This design comes from an exercise in tuning for small area, a short achievable clock period and few clock cycles per item on the open sky130 flow, not from production work.
Function was checked by simulation only, so behaviour that the tests miss may differ from the original.
Power figures rest on the tool's default switching activity, not on a simulated workload.

==> build 37 <==
## edf_fifo_resource_arbiter_unit
module edf_fifo_resource_arbiter_unit (
  input  wire logic                  clk,
  input  wire logic                  rst_n,
  input  wire logic                  in_tvalid,
  output logic                       in_tready,
  input  wire logic [IN_DATA_W-1:0]  in_tdata,
  input  wire logic [1:0]            in_tuser,
  output logic                       out_tvalid,
  input  wire logic                  out_tready,
  output logic [OUT_DATA_W-1:0]      out_tdata,
  input  wire logic                  cfg_valid,
  output logic                       cfg_ready,
  input  wire logic [1:0]            cfg_index,
  input  wire logic [TIME_W-1:0]     cfg_data
);
clock: 8.0 ns
lec_check: 0
cap_margin: 40
core_margin: 2
core_utilization: 40
place_density: 0.5
setup_slack_margin: 3.0
slew_margin: 30
run.sh (not shown) runs the stock make flow with config.mk's settings and CLKGATE_MAP_FILE= SYNTH_SCRIPT=/design/flow/synth_recipe.tcl, a recipe that flattens the netlist after the stock synthesis.
==> build 75 (differences from build 37) <==
--- a/flow/design.v
+++ b/flow/design.v
@@ -117,12 +117,13 @@
   logic [1:0]              a_func_r;
   logic [ID_W-1:0]         a_rid_r;
   logic [TIME_W-1:0]       a_now_r;
   logic [KEY_W-1:0]        a_key_r;
   logic                    x_v_r;
   logic [1:0]              x_func_r;
+  logic                    x_can_r;    
   logic [ID_W-1:0]         x_rid_r;
   logic [KEY_W-1:0]        x_cdn_r;    
   logic [KEY_W-1:0]        x_key_r;
   logic [N-1:0]            x_lt_r;     
   logic [N-1:0]            x_eq_r;     
   logic [N-1:0]            x_match_r;  
@@ -178,20 +179,20 @@
   logic                 any_match;
   logic [CW-1:0]        cnt_m1;
   logic                 is_req, is_rel, is_can;
   assign cnt_m1 = cnt_r - CW'(1);
   assign is_req = (x_func_r == FUNC_REQUEST);
   assign is_rel = (x_func_r == FUNC_RELEASE);
-  assign is_can = (x_func_r == FUNC_CANCEL) && !pend_r && !fix_r;
+  assign is_can = x_can_r && !pend_r && !fix_r;
   always_comb begin
     for (int s = 0; s < N; s++) begin
       last_oh[s] = v_r[s] && (pos_r[s] == cnt_m1[PW-1:0]);
       match[s]   = v_r[s] && x_match_r[s];
       for (int q = 0; q < N; q++) pos_oh[s][q] = (pos_r[s] == PW'(q));
     end
-    sel = is_can ? match : fix_oh_r;
+    sel = (match & {N{is_can}}) | (fix_oh_r & {N{fix_r}});
     for (int q = 0; q < N; q++) begin
       below[q] = 1'b0;
       for (int s = 0; s < N; s++) begin
         if (sel[s] && (pos_r[s] < PW'(q))) below[q] = 1'b1;
       end
     end
@@ -382,12 +383,13 @@
       a_now_r  <= in_tdata[39:8];
       a_key_r  <= edf_mode_r ? add_time(in_tdata[71:40], burnout_r)
                              : {1'b0, in_tdata[39:8]};
     end
     if (x_free) begin
       x_func_r  <= a_func_r;
+      x_can_r   <= (a_func_r == FUNC_CANCEL);
       x_rid_r   <= a_rid_r;
       x_cdn_r   <= add_time(a_now_r, cooldown_r);
       x_key_r   <= a_key_r;
       x_lt_r    <= c_lt;
       x_eq_r    <= c_eq;
       x_match_r <= c_match;
==> flow/config.mk (replaced) <==
export PLATFORM = sky130hd
export DESIGN_NAME = edf_fifo_resource_arbiter_unit
export DESIGN_NICKNAME = edf_fifo_resource_arbiter_unit
export VERILOG_FILES = /design/flow/design.v
export SDC_FILE = /design/flow/constraint.sdc
export NUM_CORES = 4
export LEC_CHECK = 0
export ABC_AREA = 1
export CAP_MARGIN = 40
export CORE_MARGIN = 2
export CORE_UTILIZATION = 40
export PLACE_DENSITY = 0.5
export SETUP_SLACK_MARGIN = 4.0
export SLEW_MARGIN = 30
==> trial 57 (differences from build 37) <==
--- a/flow/design.v
+++ b/flow/design.v
@@ -117,12 +117,13 @@
   logic [1:0]              a_func_r;
   logic [ID_W-1:0]         a_rid_r;
   logic [TIME_W-1:0]       a_now_r;
   logic [KEY_W-1:0]        a_key_r;
   logic                    x_v_r;
   logic [1:0]              x_func_r;
+  logic                    x_can_r;    
   logic [ID_W-1:0]         x_rid_r;
   logic [KEY_W-1:0]        x_cdn_r;    
   logic [KEY_W-1:0]        x_key_r;
   logic [N-1:0]            x_lt_r;     
   logic [N-1:0]            x_eq_r;     
   logic [N-1:0]            x_match_r;  
@@ -178,20 +179,20 @@
   logic                 any_match;
   logic [CW-1:0]        cnt_m1;
   logic                 is_req, is_rel, is_can;
   assign cnt_m1 = cnt_r - CW'(1);
   assign is_req = (x_func_r == FUNC_REQUEST);
   assign is_rel = (x_func_r == FUNC_RELEASE);
-  assign is_can = (x_func_r == FUNC_CANCEL) && !pend_r && !fix_r;
+  assign is_can = x_can_r && !pend_r && !fix_r;
   always_comb begin
     for (int s = 0; s < N; s++) begin
       last_oh[s] = v_r[s] && (pos_r[s] == cnt_m1[PW-1:0]);
       match[s]   = v_r[s] && x_match_r[s];
       for (int q = 0; q < N; q++) pos_oh[s][q] = (pos_r[s] == PW'(q));
     end
-    sel = is_can ? match : fix_oh_r;
+    sel = (match & {N{is_can}}) | (fix_oh_r & {N{fix_r}});
     for (int q = 0; q < N; q++) begin
       below[q] = 1'b0;
       for (int s = 0; s < N; s++) begin
         if (sel[s] && (pos_r[s] < PW'(q))) below[q] = 1'b1;
       end
     end
@@ -382,12 +383,13 @@
       a_now_r  <= in_tdata[39:8];
       a_key_r  <= edf_mode_r ? add_time(in_tdata[71:40], burnout_r)
                              : {1'b0, in_tdata[39:8]};
     end
     if (x_free) begin
       x_func_r  <= a_func_r;
+      x_can_r   <= (a_func_r == FUNC_CANCEL);
       x_rid_r   <= a_rid_r;
       x_cdn_r   <= add_time(a_now_r, cooldown_r);
       x_key_r   <= a_key_r;
       x_lt_r    <= c_lt;
       x_eq_r    <= c_eq;
       x_match_r <= c_match;
==> flow/config.mk (replaced) <==
export PLATFORM = sky130hd
export DESIGN_NAME = edf_fifo_resource_arbiter_unit
export DESIGN_NICKNAME = edf_fifo_resource_arbiter_unit
export VERILOG_FILES = /design/flow/design.v
export SDC_FILE = /design/flow/constraint.sdc
export NUM_CORES = 4
export LEC_CHECK = 0
export ABC_AREA = 1
export CAP_MARGIN = 40
export CORE_MARGIN = 2
export CORE_UTILIZATION = 65
export PLACE_DENSITY = 0.7
export SETUP_SLACK_MARGIN = 4.5
export SLEW_MARGIN = 30
==> comparison table <==
HPWL after detailed placement: build 37 305 mm; build 75 340 mm; trial 57 289 mm
Share of cell area taken by multi-input logic gates: build 37 43.2%; build 75 42.1%; trial 57 -
Adder and majority gate portion of the synthesized area: build 37 10.8%; build 75 10.3%; trial 57 10.3%
Power consumption: build 37 18200 uW; build 75 19300 uW; trial 57 -
Worst Path Class, Setup: build 37 reg -> reg; build 75 reg -> reg; trial 57 -
Relative contribution of sequential cells to total power: build 37 44.7%; build 75 43.6%; trial 57 -
Drt total wl: build 37 436 mm; build 75 474 mm; trial 57 -
Number of instances in the synthesized netlist: build 37 7758; build 75 10100; trial 57 10100
Status: build 37 finished clean; build 75 finished clean; trial 57 did not finish
Stage where the flow stopped: build 37 -; build 75 -; trial 57 5_1_grt
Core Footprint: build 37 201000 um2; build 75 211000 um2; trial 57 -
Pin slew with the least headroom to its limit: build 37 1.03 ns; build 75 0.976 ns; trial 57 -
Reg-to-reg slack, setup: build 37 2.78 ns; build 75 3.82 ns; trial 57 -
Total number of multi-input combinational cells: build 37 5698; build 75 7448; trial 57 -
Total placed instance area: build 37 87700 um2; build 75 90700 um2; trial 57 88700 um2
Final Setup Violations: build 37 0; build 75 0; trial 57 -
Testbench counts of build 37, summed over its fixed seeds: cycles 8,149, items 8,000.
Testbench counts of build 75, summed over its fixed seeds: cycles 8,149, items 8,000.
Testbench counts of trial 57, summed over its fixed seeds: cycles 8,149, items 8,000.

-- port drivers added, routing unchanged --
No port has a modelled driver above. Below, the same layouts with a new extraction and two added sets of constraints.
Step 1 assumes that a clkbuf_16 drives the clock port and a buf_2 every other input.
Step 2, shift: input delay + t, output delay - t, t = (earliest + latest rising clock arrival at the registers) / 2. This alone moves slack from input paths to output paths.
a / b / c = ideal / step 1 / step 2; a / b = the first two.
| run | t, ns | setup slack, ns | worst setup path at the end |
|---|---|---|---|
| build 37 | 0.927 | 2.775 / 2.775 / 2.310 | input to register |
| build 75 | 0.945 | 3.818 / 3.818 / 3.262 | input to register |
After both steps setup and hold are still met in every run listed. For build 75, which loses most, drivers alone change the setup slack by 0.000 ns; drivers and shift together by -0.556 ns.
